From an optimization exercise on the open Yosys and OpenROAD flow, aimed at a short achievable clock period and few clock cycles; shortcuts taken in it are not production practice. The RTL was checked by simulation tests, not by an equivalence proof against the original design. The clock port is modelled as an ideal driver, which makes a skipped or thinned clock tree look cheaper than it is; a real chip needs a root buffer or a tree. Power is estimated from default activity; no workload was simulated.

## zigzag_buffer
module zigzag_buffer #(
    parameter int DW = 12
) (
    input  logic              clk,
    input  logic              rst,
    input  logic [DW-1:0]     dcti,
    input  logic              idv,
    input  logic              ordy,
    output logic [DW-1:0]     zzo,
    output logic              odv,
    output logic              osob,
    output logic              ovf
);
    function automatic logic [5:0] zz_addr(input logic [5:0] k);
        case (k)
            6'd0: zz_addr = 6'd0; 6'd1: zz_addr = 6'd1; 6'd2: zz_addr = 6'd8; 6'd3: zz_addr = 6'd16;
            6'd4: zz_addr = 6'd9; 6'd5: zz_addr = 6'd2; 6'd6: zz_addr = 6'd3; 6'd7: zz_addr = 6'd10;
            6'd8: zz_addr = 6'd17; 6'd9: zz_addr = 6'd24; 6'd10: zz_addr = 6'd32; 6'd11: zz_addr = 6'd25;
            6'd12: zz_addr = 6'd18; 6'd13: zz_addr = 6'd11; 6'd14: zz_addr = 6'd4; 6'd15: zz_addr = 6'd5;
            6'd16: zz_addr = 6'd12; 6'd17: zz_addr = 6'd19; 6'd18: zz_addr = 6'd26; 6'd19: zz_addr = 6'd33;
            6'd20: zz_addr = 6'd40; 6'd21: zz_addr = 6'd48; 6'd22: zz_addr = 6'd41; 6'd23: zz_addr = 6'd34;
            6'd24: zz_addr = 6'd27; 6'd25: zz_addr = 6'd20; 6'd26: zz_addr = 6'd13; 6'd27: zz_addr = 6'd6;
            6'd28: zz_addr = 6'd7; 6'd29: zz_addr = 6'd14; 6'd30: zz_addr = 6'd21; 6'd31: zz_addr = 6'd28;
            6'd32: zz_addr = 6'd35; 6'd33: zz_addr = 6'd42; 6'd34: zz_addr = 6'd49; 6'd35: zz_addr = 6'd56;
            6'd36: zz_addr = 6'd57; 6'd37: zz_addr = 6'd50; 6'd38: zz_addr = 6'd43; 6'd39: zz_addr = 6'd36;
  ...
Settings: LEC_CHECK=0, ABC_CLOCK_PERIOD_IN_PS=2000, CAP_MARGIN=20, CORE_MARGIN=2, CORE_UTILIZATION=40, SLEW_MARGIN=20, TNS_END_PERCENT=100; clock period 6.0 ns.
standard.sh (not shown) runs the stock make flow with config.mk's settings and CLKGATE_MAP_FILE= SYNTH_SCRIPT=/design/flow/synth_recipe.tcl, a recipe that flattens the netlist after the stock synthesis.
==> flow/flow/run.sh <==
#!/bin/bash
# Standard ORFS layout, except that the clock tree is built by clock_tree.tcl
# (a balanced two-level tree: four root buffers on the clock port, each feeding
# leaf buffers that drive equal-sized groups of nearby flip-flops) instead of
# TritonCTS. Timing repair after CTS and global routing aims at a tighter
# period than the design's clock via SETUP_SLACK_MARGIN.
set -euo pipefail
here="$(pwd)"
# synthesis, floorplan and placement exactly as the standard flow
bash standard.sh synth > "$here/log_synth.log" 2>&1
bash standard.sh place > "$here/log_place.log" 2>&1
export SETUP_SLACK_MARGIN="${MARGIN:-3.9}"
export PRE_CTS_TCL="$here/flow/clock_tree.tcl"
bash standard.sh cts > "$here/log_cts.log" 2>&1
bash standard.sh finish > "$here/log_finish.log" 2>&1
Other scripts of this flow, unchanged in this note and not shown: flow/flow/clock_tree.tcl
Testbench counts at the start, summed over its fixed seeds: cycles 22,808.
Next try:
--- a/flow/design.v
+++ b/flow/design.v
@@ -57,16 +57,12 @@
     logic [1:0]    r_wblk;
     logic [5:0]    r_wcnt;
     logic [7:0]    r_wel2;      
     logic [5:0]    r_wc3;       
     logic [7:0]    r_wel1;      
     logic [7:0]    w_base;      
-    logic [7:0]    r_c00;
-    logic [7:0]    r_c01;
-    logic [7:0]    r_c10;
-    logic [7:0]    r_c11;
     logic          r_acc1;
     logic [129:0]  r_wr_a;
     logic [129:0]  r_wr_n;
     logic [129:0]  w_wr;
     logic          r_pend;      
     logic          r_ovf;
@@ -110,13 +106,13 @@
     assign w_ld_ok   = r_av | (w_acc & w_m0);
     assign w_load    = w_out_adv & w_ld_ok;
     assign w_wcnt1   = r_wcnt + 6'd1;
     assign w_wblk1   = r_wblk + {1'b0, (r_wcnt == 6'd63)};
     assign w_wcnt3   = r_wc3;
     assign w_wblk3   = r_wblk + {1'b0, (r_wc3 < 6'd3)};
-    assign w_base = r_acc1 ? (r_pend ? r_c11 : r_c10) : (r_pend ? r_c01 : r_c00);
+    assign w_base = r_wel1 - {r_rblk, r_k};
     assign w_wr = r_acc1 ? r_wr_a : r_wr_n;
     always_comb begin
         for (int i = 0; i < 128; i++) begin
             w_x[i] = w_wr[i] ? dcti : r_mem[i];
         end
         w_x[128] = dcti;
@@ -133,16 +129,12 @@
         if (!rst) begin
             r_wblk   <= 2'd0;
             r_wcnt   <= 6'd0;
             r_wel2   <= {2'd0, zz_pos(6'd2)};
             r_wc3    <= 6'd3;
             r_wel1   <= {2'd0, zz_pos(6'd1)};
-            r_c00    <= {2'd0, zz_pos(6'd1)};
-            r_c01    <= 8'd0;
-            r_c10    <= 8'd0;
-            r_c11    <= 8'd0;
             r_acc1   <= 1'b0;
             r_wr_a   <= 130'd0;
             r_wr_n   <= 130'd1;
             r_pend   <= 1'b0;
             r_ovf    <= 1'b0;
             r_relblk <= 2'd0;
@@ -167,16 +159,12 @@
                 r_ovf <= 1'b1;
             end
             if (r_odv & ordy & r_olast) begin
                 r_relblk <= r_relblk + 2'd1;
             end
             r_acc1 <= w_acc;
-            r_c00  <= r_wel1 - {r_rblk, r_k};
-            r_c01  <= r_wel1 + ~{r_rblk, r_k};
-            r_c10  <= r_wel2 - {r_rblk, r_k};
-            r_c11  <= r_wel2 + ~{r_rblk, r_k};
             for (int i = 0; i < 130; i++) begin
                 r_wr_a[i] <= (w_base == 8'(i));
                 if (r_pend) begin
                     r_wr_n[i] <= (i < 129) ? w_wr[(i + 1) % 130] : 1'b0;
                 end else begin
                     r_wr_n[i] <= w_wr[i];
What happened: The changed run produced a clean layout; global-route usage came out higher by 3.2 points; utilization came out higher by 4.5 points; design area came out higher by 6.2%; setup slack degrades by 340 ps; final cell count is about the same.
Testbench counts after the change, summed over its fixed seeds: cycles 22,808.
In every run of this note, the design's own scripts or RTL, not TritonCTS, make the clock network.


Another version of the RTL of zigzag_buffer (not shown whole).
Size: about 6400 cells after synthesis, roughly 1900 flip-flops, roughly 31 I/O pins.
Settings: LEC_CHECK=0, ABC_CLOCK_PERIOD_IN_PS=2000, CAP_MARGIN=20, CORE_MARGIN=2, CORE_UTILIZATION=40, SLEW_MARGIN=20, TNS_END_PERCENT=100; clock period 6.0 ns.
Scripts as last shown in full above: flow/flow/run.sh
Other scripts of this flow, unchanged in this note and not shown: flow/flow/clock_tree.tcl
Testbench counts at the start, summed over its fixed seeds: cycles 22,808.
Rerun with:
--- a/flow/design.v
+++ b/flow/design.v
@@ -52,16 +52,17 @@
             6'd60: zz_pos = 6'd57; 6'd61: zz_pos = 6'd58; 6'd62: zz_pos = 6'd62; 6'd63: zz_pos = 6'd63;
             default: zz_pos = 6'd0;
         endcase
     endfunction
     logic [127:0][DW-1:0] r_mem;
     logic [1:0]    r_wblk;
     logic [5:0]    r_wcnt;
     logic [7:0]    r_wel2;      
+    logic [5:0]    r_wc3;       
     logic [7:0]    r_base;      
     logic          r_acc1;
     logic [129:0]  r_wr_a;
     logic [129:0]  r_wr_n;
     logic [129:0]  w_wr;
     logic          r_pend;      
     logic          r_ovf;
     logic [1:0]    r_relblk;
@@ -80,35 +81,37 @@
     logic          w_out_adv;
     logic          w_ld_ok;
     logic          w_load;
     logic [1:0]    w_rblk2;
     logic          w_m0;
     logic          w_m1;
     logic          w_l0;
     logic [7:0]    w_d1;
+    logic [7:0]    w_d0;
     logic [5:0]    w_wcnt1;
     logic [1:0]    w_wblk1;
     logic [5:0]    w_wcnt3;
     logic [1:0]    w_wblk3;
     logic [128:0][DW-1:0] w_x;
     assign w_room    = ((r_wblk - r_relblk) != 2'd2) | (r_odv & r_olast & ordy);
     assign w_acc     = idv & w_room;
     assign w_rblk2   = r_rblk1 + {1'b0, (r_k == 6'd62)};
     assign w_m0      = ({r_rblk, r_za0} == {r_wblk, r_wcnt});
     assign w_m1      = ({r_rblk1, r_za1} == {r_wblk, r_wcnt});
     assign w_l0      = (r_rblk1 == r_wblk) ? (r_za1 < r_wcnt) : (r_rblk1 != r_wblk + 2'd1);
     assign w_out_adv = ~r_odv | ordy;
     assign w_ld_ok   = r_av | (w_acc & w_m0);
     assign w_load    = w_out_adv & w_ld_ok;
     assign w_wcnt1   = r_wcnt + 6'd1;
     assign w_wblk1   = r_wblk + {1'b0, (r_wcnt == 6'd63)};
-    assign w_wcnt3   = r_wcnt + 6'd3;
-    assign w_wblk3   = r_wblk + {1'b0, (r_wcnt >= 6'd61)};
+    assign w_wcnt3   = r_wc3;
+    assign w_wblk3   = r_wblk + {1'b0, (r_wc3 < 6'd3)};
     assign w_d1 = r_wel2 + ~{r_rblk, r_k};
+    assign w_d0 = r_wel2 - {r_rblk, r_k};
     assign w_wr = r_acc1 ? r_wr_a : r_wr_n;
     always_comb begin
         for (int i = 0; i < 128; i++) begin
             w_x[i] = w_wr[i] ? dcti : r_mem[i];
         end
         w_x[128] = dcti;
     end
     always_ff @(posedge clk) begin
@@ -119,16 +122,17 @@
             r_zzo <= w_m0 ? dcti : (r_pend ? r_mem[1] : r_mem[0]);
         end
     end
     always_ff @(posedge clk or negedge rst) begin
         if (!rst) begin
             r_wblk   <= 2'd0;
             r_wcnt   <= 6'd0;
             r_wel2   <= {2'd0, zz_pos(6'd2)};
+            r_wc3    <= 6'd3;
             r_base   <= {2'd0, zz_pos(6'd1)};
             r_acc1   <= 1'b0;
             r_wr_a   <= 130'd0;
             r_wr_n   <= 130'd1;
             r_pend   <= 1'b0;
             r_ovf    <= 1'b0;
             r_relblk <= 2'd0;
             r_rblk   <= 2'd0;
@@ -140,16 +144,17 @@
             r_odv    <= 1'b0;
             r_osob   <= 1'b0;
             r_olast  <= 1'b0;
         end else begin
             if (w_acc) begin
                 r_wcnt <= w_wcnt1;
                 r_wblk <= w_wblk1;
                 r_wel2 <= {w_wblk3, zz_pos(w_wcnt3)};
+                r_wc3  <= r_wc3 + 6'd1;
             end else if (idv) begin
                 r_ovf <= 1'b1;
             end
             if (r_odv & ordy & r_olast) begin
                 r_relblk <= r_relblk + 2'd1;
             end
             r_acc1 <= w_acc;
             for (int i = 0; i < 130; i++) begin
@@ -157,17 +162,17 @@
                 if (r_pend) begin
                     r_wr_n[i] <= (i < 129) ? w_wr[(i + 1) % 130] : 1'b0;
                 end else begin
                     r_wr_n[i] <= w_wr[i];
                 end
             end
             r_pend <= w_load;
             if (w_acc) begin
-                r_base <= w_load ? w_d1 : w_d1 + 8'd1;
+                r_base <= w_load ? w_d1 : w_d0;
             end else if (w_load) begin
                 r_base <= r_base - 8'd1;
             end
             if (w_load) begin
                 r_k     <= r_k + 6'd1;
                 r_rblk  <= r_rblk1;
                 r_rblk1 <= w_rblk2;
                 r_za0   <= r_za1;
Power rose by 19%.
Die area rose by 0.57%.
Critical path depth rose by 6.
Design area rose by 13%.
Worst hold slack is better by 0.0074 ns.
Global-route usage rose by 0.14 points.
Testbench counts after the change, summed over its fixed seeds: cycles 22,808.
In every run of this note, the design's own scripts or RTL, not TritonCTS, make the clock network.

re-timing with driven ports:
The results above use ideal ports. As a check the final layouts listed here were re-extracted and re-timed, cells and wires unchanged. Step 1 assumes that a clkbuf_16 drives the clock port and a buf_2 every other input. Step 2 moves the port delays by t, midway between the first and last clock arrival at a register: inputs arrive t later, outputs are due t later. That takes back most of the time a late clock gives input paths. a / b / c = ideal ports / drivers / drivers and shift; a / b = the first two.
run | t, ns | slack for setup (ns) | slew at the worst register clock pin (ns) | worst slew at a driven data input, ns | cell pins on the clock port's net
the first run of note 1 | 0.732 | 3.631 / 3.482 / 3.155 | 0.10 / 0.10 | 0.15 | 4
the second run of note 1 | 0.757 | 3.290 / 3.290 / 3.099 | 0.10 / 0.10 | 0.28 | 4
the first run of note 2 | 0.738 | 3.508 / 3.453 / 3.110 | 0.11 / 0.11 | 0.09 | 4
the second run of note 2 | 0.741 | 2.656 / 2.758 / 2.062 | 0.11 / 0.11 | 0.37 | 4
After both steps every run listed still meets setup and hold. The setup slack of the second run of note 2, which loses most, moves by +0.102 ns with the drivers and by -0.594 ns with both steps.
